Source: an optimization exercise on an open RTL-to-GDS flow (aim: small area). Production flows keep margins and buffers that such runs may drop. Function was checked by simulation only, so behaviour that the tests miss may differ from the original. No driver is modelled on the clock port, so clocking that relies on it looks cheaper here than on a real chip.

==> flow/design.v (excerpt) <==
module cpu_top (
    input  logic        clk,
    input  logic        rst,
    input  logic [15:0] instr_in,
    input  logic [15:0] pmem_data_in,
    output logic [15:0] pc,
    output logic [15:0] pmem_data_out,
    output logic [15:0] pmem_addr_out,
    output logic        pmem_write
);
clock: 10.0 ns
lec_check: 0
cap_margin: 20
core_margin: 2
core_utilization: 65
slew_margin: 20
standard.sh (not shown) runs the stock make flow with config.mk's settings and CLKGATE_MAP_FILE= SYNTH_SCRIPT=/design/flow/synth_recipe.tcl, a recipe that flattens the netlist after the stock synthesis.
==> flow/flow/run.sh <==
#!/bin/bash
# The standard layout (standard.sh) with these changes:
#  - ABC maps all the logic, full adders included (no ADDER_MAP_FILE), with
#    the area-oriented script flow/abc.script (in a copy of ORFS's scripts
#    folder where only the two ABC scripts are replaced)
#  - port buffers are plain buf_1 cells
#  - the clock tree is built by flow/cts_hook.tcl (run as PRE_CTS_TCL): one
#    root buffer and equal clusters of flip-flops, each under a leaf buffer;
#    TritonCTS skips those nets
# Every tool's output is in standard.log and in orfs/logs.
set -e
rm -rf scripts
cp -r "$FLOW_HOME/scripts" scripts
cp flow/abc.script scripts/abc_speed.script
cp flow/abc.script scripts/abc_area.script
export SCRIPTS_DIR="$PWD/scripts"
export ADDER_MAP_FILE=
export BUFFER_PORTS_ARGS="-buffer_cell sky130_fd_sc_hd__buf_1"
export PRE_CTS_TCL="$PWD/flow/cts_hook.tcl"
export CTS_ARGS="-repair_clock_nets -buf_list sky130_fd_sc_hd__clkbuf_8 -root_buf sky130_fd_sc_hd__clkbuf_8 -dont_use_dummy_load"
bash standard.sh > standard.log 2>&1
==> flow/flow/abc.script <==
strash
&get -n
&dch -f
&nf -R 1000 -p
&put
strash
&get -n
&dc2
&put
strash
&get -n
&dch -f
&nf -R 1000 -p
&put
==> flow/flow/cts_hook.tcl <==
# Runs at global level: ORFS sources this file from inside a proc.
uplevel #0 {
# Clock tree built here instead of by TritonCTS (sourced as PRE_CTS_TCL).
# Two levels: clk -> one root buffer -> NCL leaf buffers -> the flip-flops.
# The flip-flops are split into NCL clusters of equal size (k-means with a
# size cap), each leaf buffer sits at the centre of its cluster. The tree
# tried are all leaf counts and leaf cells below; the one with the least
# buffer area whose estimated clock-pin slew is under the target is kept.
# TritonCTS is then told to skip these nets.
set cts_leaf_cells {sky130_fd_sc_hd__clkbuf_4 sky130_fd_sc_hd__clkbuf_8}
set cts_root_cell sky130_fd_sc_hd__clkbuf_4
set cts_slew_target 0.105
set cts_db [ord::get_db]
set cts_block [ord::get_db_block]
set cts_clk [$cts_block findNet clk]
set cts_sinks [$cts_clk getITerms]
set cts_xs {}; set cts_ys {}
foreach it $cts_sinks {
  set b [[$it getInst] getBBox]
  lappend cts_xs [expr {([$b xMin]+[$b xMax])/2.0}]
  lappend cts_ys [expr {([$b yMin]+[$b yMax])/2.0}]
}
set cts_n [llength $cts_sinks]

proc cts_cluster {ncl} {
  global cts_xs cts_ys cts_n
  set n $cts_n
  set order [lsort -real -indices $cts_xs]
  set cx {}; set cy {}
  for {set k 0} {$k < $ncl} {incr k} {
    set i [lindex $order [expr {int(($k+0.5)*$n/$ncl)}]]
    lappend cx [lindex $cts_xs $i]; lappend cy [lindex $cts_ys $i]
  }
  set cap [expr {int(ceil(double($n)/$ncl))}]
  for {set iter 0} {$iter < 30} {incr iter} {
    set pairs {}
    for {set i 0} {$i < $n} {incr i} {
      for {set k 0} {$k < $ncl} {incr k} {
        set d [expr {abs([lindex $cts_xs $i]-[lindex $cx $k])+abs([lindex $cts_ys $i]-[lindex $cy $k])}]
        lappend pairs [list $d $i $k]
      }
    }
    set pairs [lsort -real -index 0 $pairs]
    set asg {}; set sc {}
    for {set i 0} {$i < $n} {incr i} {lappend asg -1}
    for {set k 0} {$k < $ncl} {incr k} {lappend sc 0}
    foreach p $pairs {
      lassign $p d i k
      if {[lindex $asg $i] >= 0 || [lindex $sc $k] >= $cap} continue
      lset asg $i $k; lset sc $k [expr {[lindex $sc $k]+1}]
    }
    set sx {}; set sy {}
    for {set k 0} {$k < $ncl} {incr k} {lappend sx 0.0; lappend sy 0.0}
    for {set i 0} {$i < $n} {incr i} {
      set k [lindex $asg $i]
      lset sx $k [expr {[lindex $sx $k]+[lindex $cts_xs $i]}]
      lset sy $k [expr {[lindex $sy $k]+[lindex $cts_ys $i]}]
    }
    for {set k 0} {$k < $ncl} {incr k} {
      if {[lindex $sc $k] > 0} {
        lset cx $k [expr {[lindex $sx $k]/[lindex $sc $k]}]
        lset cy $k [expr {[lindex $sy $k]/[lindex $sc $k]}]
      }
    }
  }
  return [list $asg $cx $cy]
}

proc cts_build {ncl leaf} {
  global cts_db cts_block cts_clk cts_sinks cts_n cts_root_cell
  lassign [cts_cluster $ncl] asg cx cy
  set lm [$cts_db findMaster $leaf]
  set rm [$cts_db findMaster $cts_root_cell]
  set rx 0.0; set ry 0.0
  for {set k 0} {$k < $ncl} {incr k} {
    set rx [expr {$rx+[lindex $cx $k]/$ncl}]; set ry [expr {$ry+[lindex $cy $k]/$ncl}]
  }
  set root [odb::dbInst_create $cts_block $rm clktree_root]
  $root setLocation [expr {int($rx)}] [expr {int($ry)}]
  $root setPlacementStatus PLACED
  set trunk [odb::dbNet_create $cts_block clktree_trunk]
  $trunk setSigType CLOCK
  [$root findITerm A] connect $cts_clk
  [$root findITerm X] connect $trunk
  set insts [list $root]; set nets [list $trunk]
  for {set k 0} {$k < $ncl} {incr k} {
    set inst [odb::dbInst_create $cts_block $lm clktree_leaf_$k]
    $inst setLocation [expr {int([lindex $cx $k])}] [expr {int([lindex $cy $k])}]
    $inst setPlacementStatus PLACED
    set net [odb::dbNet_create $cts_block clktree_net_$k]
    $net setSigType CLOCK
    [$inst findITerm A] connect $trunk
    [$inst findITerm X] connect $net
    lappend insts $inst; lappend nets $net
  }
  for {set i 0} {$i < $cts_n} {incr i} {
    set it [lindex $cts_sinks $i]
    $it disconnect
    $it connect [lindex $nets [expr {[lindex $asg $i]+1}]]
  }
  return [list $insts $nets]
}

proc cts_undo {built} {
  global cts_clk cts_sinks
  lassign $built insts nets
  foreach it $cts_sinks { $it disconnect; $it connect $cts_clk }
  foreach inst $insts { odb::dbInst_destroy $inst }
  foreach net $nets { odb::dbNet_destroy $net }
}

proc cts_max_slew {} {
  estimate_parasitics -placement
  set m 0.0
  foreach p [get_pins -hierarchical */CLK] {
    set s [get_property $p slew_max]
    if {$s > $m} {set m $s}
  }
  return $m
}

set_propagated_clock [all_clocks]
set cts_best {}
foreach leaf $cts_leaf_cells {
  set la [[$cts_db findMaster $leaf] getArea]
  for {set ncl 6} {$ncl <= 24} {incr ncl} {
    set area [expr {$ncl*$la}]
    if {$cts_best ne {} && $area >= [lindex $cts_best 0]} continue
    set built [cts_build $ncl $leaf]
    set s [cts_max_slew]
    cts_undo $built
    puts "clock tree trial: $ncl x $leaf, max clock-pin slew [format %.4f $s]"
    if {$s <= $cts_slew_target} { set cts_best [list $area $ncl $leaf]; break }
  }
}
if {$cts_best eq {}} { set cts_best [list 0 24 sky130_fd_sc_hd__clkbuf_8] }
lassign $cts_best area ncl leaf
puts "clock tree: root $cts_root_cell, $ncl x $leaf"
set built [cts_build $ncl $leaf]
puts "clock tree: max clock-pin slew [format %.4f [cts_max_slew]]"
unset_propagated_clock [all_clocks]
set cts_skip [list clk]
foreach net [lindex $built 1] { lappend cts_skip [$net getName] }
set_cts_config -skip_nets $cts_skip
}
Edit:
==> flow/flow/abc.script (replaced) <==
strash
&get -n
&dch -f
&nf -R 1000 -p
&put
strash
&get -n
&dch -f
&nf -R 1000 -p
&put
--- a/flow/flow/cts_hook.tcl
+++ b/flow/flow/cts_hook.tcl
@@ -1,4 +1,2 @@
-# Runs at global level: ORFS sources this file from inside a proc.
-uplevel #0 {
 # Clock tree built here instead of by TritonCTS (sourced as PRE_CTS_TCL).
 # Two levels: clk -> one root buffer -> NCL leaf buffers -> the flip-flops.
@@ -9,5 +7,5 @@
 # TritonCTS is then told to skip these nets.
 set cts_leaf_cells {sky130_fd_sc_hd__clkbuf_4 sky130_fd_sc_hd__clkbuf_8}
-set cts_root_cell sky130_fd_sc_hd__clkbuf_4
+set cts_root_cell sky130_fd_sc_hd__clkbuf_8
 set cts_slew_target 0.105
 set cts_db [ord::get_db]
@@ -143,3 +141,2 @@
 foreach net [lindex $built 1] { lappend cts_skip [$net getName] }
 set_cts_config -skip_nets $cts_skip
-}
After rerunning: The new run never finished: it broke off in clock tree synthesis; area after synthesis stays flat; synthesized cell count fell by 0.53%.
Edit:
--- a/flow/flow/cts_hook.tcl
+++ b/flow/flow/cts_hook.tcl
@@ -1,2 +1,4 @@
+# Runs at global level: ORFS sources this file from inside a proc.
+uplevel #0 {
 # Clock tree built here instead of by TritonCTS (sourced as PRE_CTS_TCL).
 # Two levels: clk -> one root buffer -> NCL leaf buffers -> the flip-flops.
@@ -141,2 +143,3 @@
 foreach net [lindex $built 1] { lappend cts_skip [$net getName] }
 set_cts_config -skip_nets $cts_skip
+}
Outcome:
- This time the run completed without violations
- synthesized cell count stays the same
- area after synthesis stays the same
Edit:
Settings changed: CORE_UTILIZATION 65 to 80, PLACE_DENSITY from default to 0.85.
Result:
- sequential share of layout area climbs by 0.17 points
- critical path depth is unchanged
- cell count went down by 3.8%
- global-route usage increases by 15 points
- flip-flop and latch count stays the same
- die area shrinks by 18%
- wire length increases by 41%
- cell area barely changes
- via count came out higher by about 16%

what the ideal ports hide:
No port has a modelled driver above. Below, the same layouts with a new extraction and two added sets of constraints.
Step 1, drivers: a clkbuf_16 drives clk and a buf_2 each remaining input, both assumed.
Step 2, shift: input delay + t, output delay - t, t = (earliest + latest rising clock arrival at the registers) / 2. This alone moves slack from input paths to output paths.
Slacks: no drivers / after step 1 / after step 2; pairs: no drivers / after step 1.
run | shift t [ns] | slack for setup (ns) | hold WS [ns] | latest minus earliest clock arrival (ns) | pins driven straight from the clock port
the first run | 0.587 | 2.675 / 2.644 / 2.644 | 0.309 / 0.309 / 0.309 | 0.026 / 0.027 | 1
the third run | 0.458 | 2.466 / 2.444 / 2.444 | 0.329 / 0.329 / 0.329 | 0.014 / 0.014 | 1
the fourth run | 0.486 | 1.991 / 1.968 / 1.968 | 0.316 / 0.316 / 0.316 | 0.027 / 0.028 | 1
After both steps setup and hold are still met in every run listed. For the first run, which loses most, drivers alone change the setup slack by -0.031 ns; drivers and shift together by -0.031 ns.
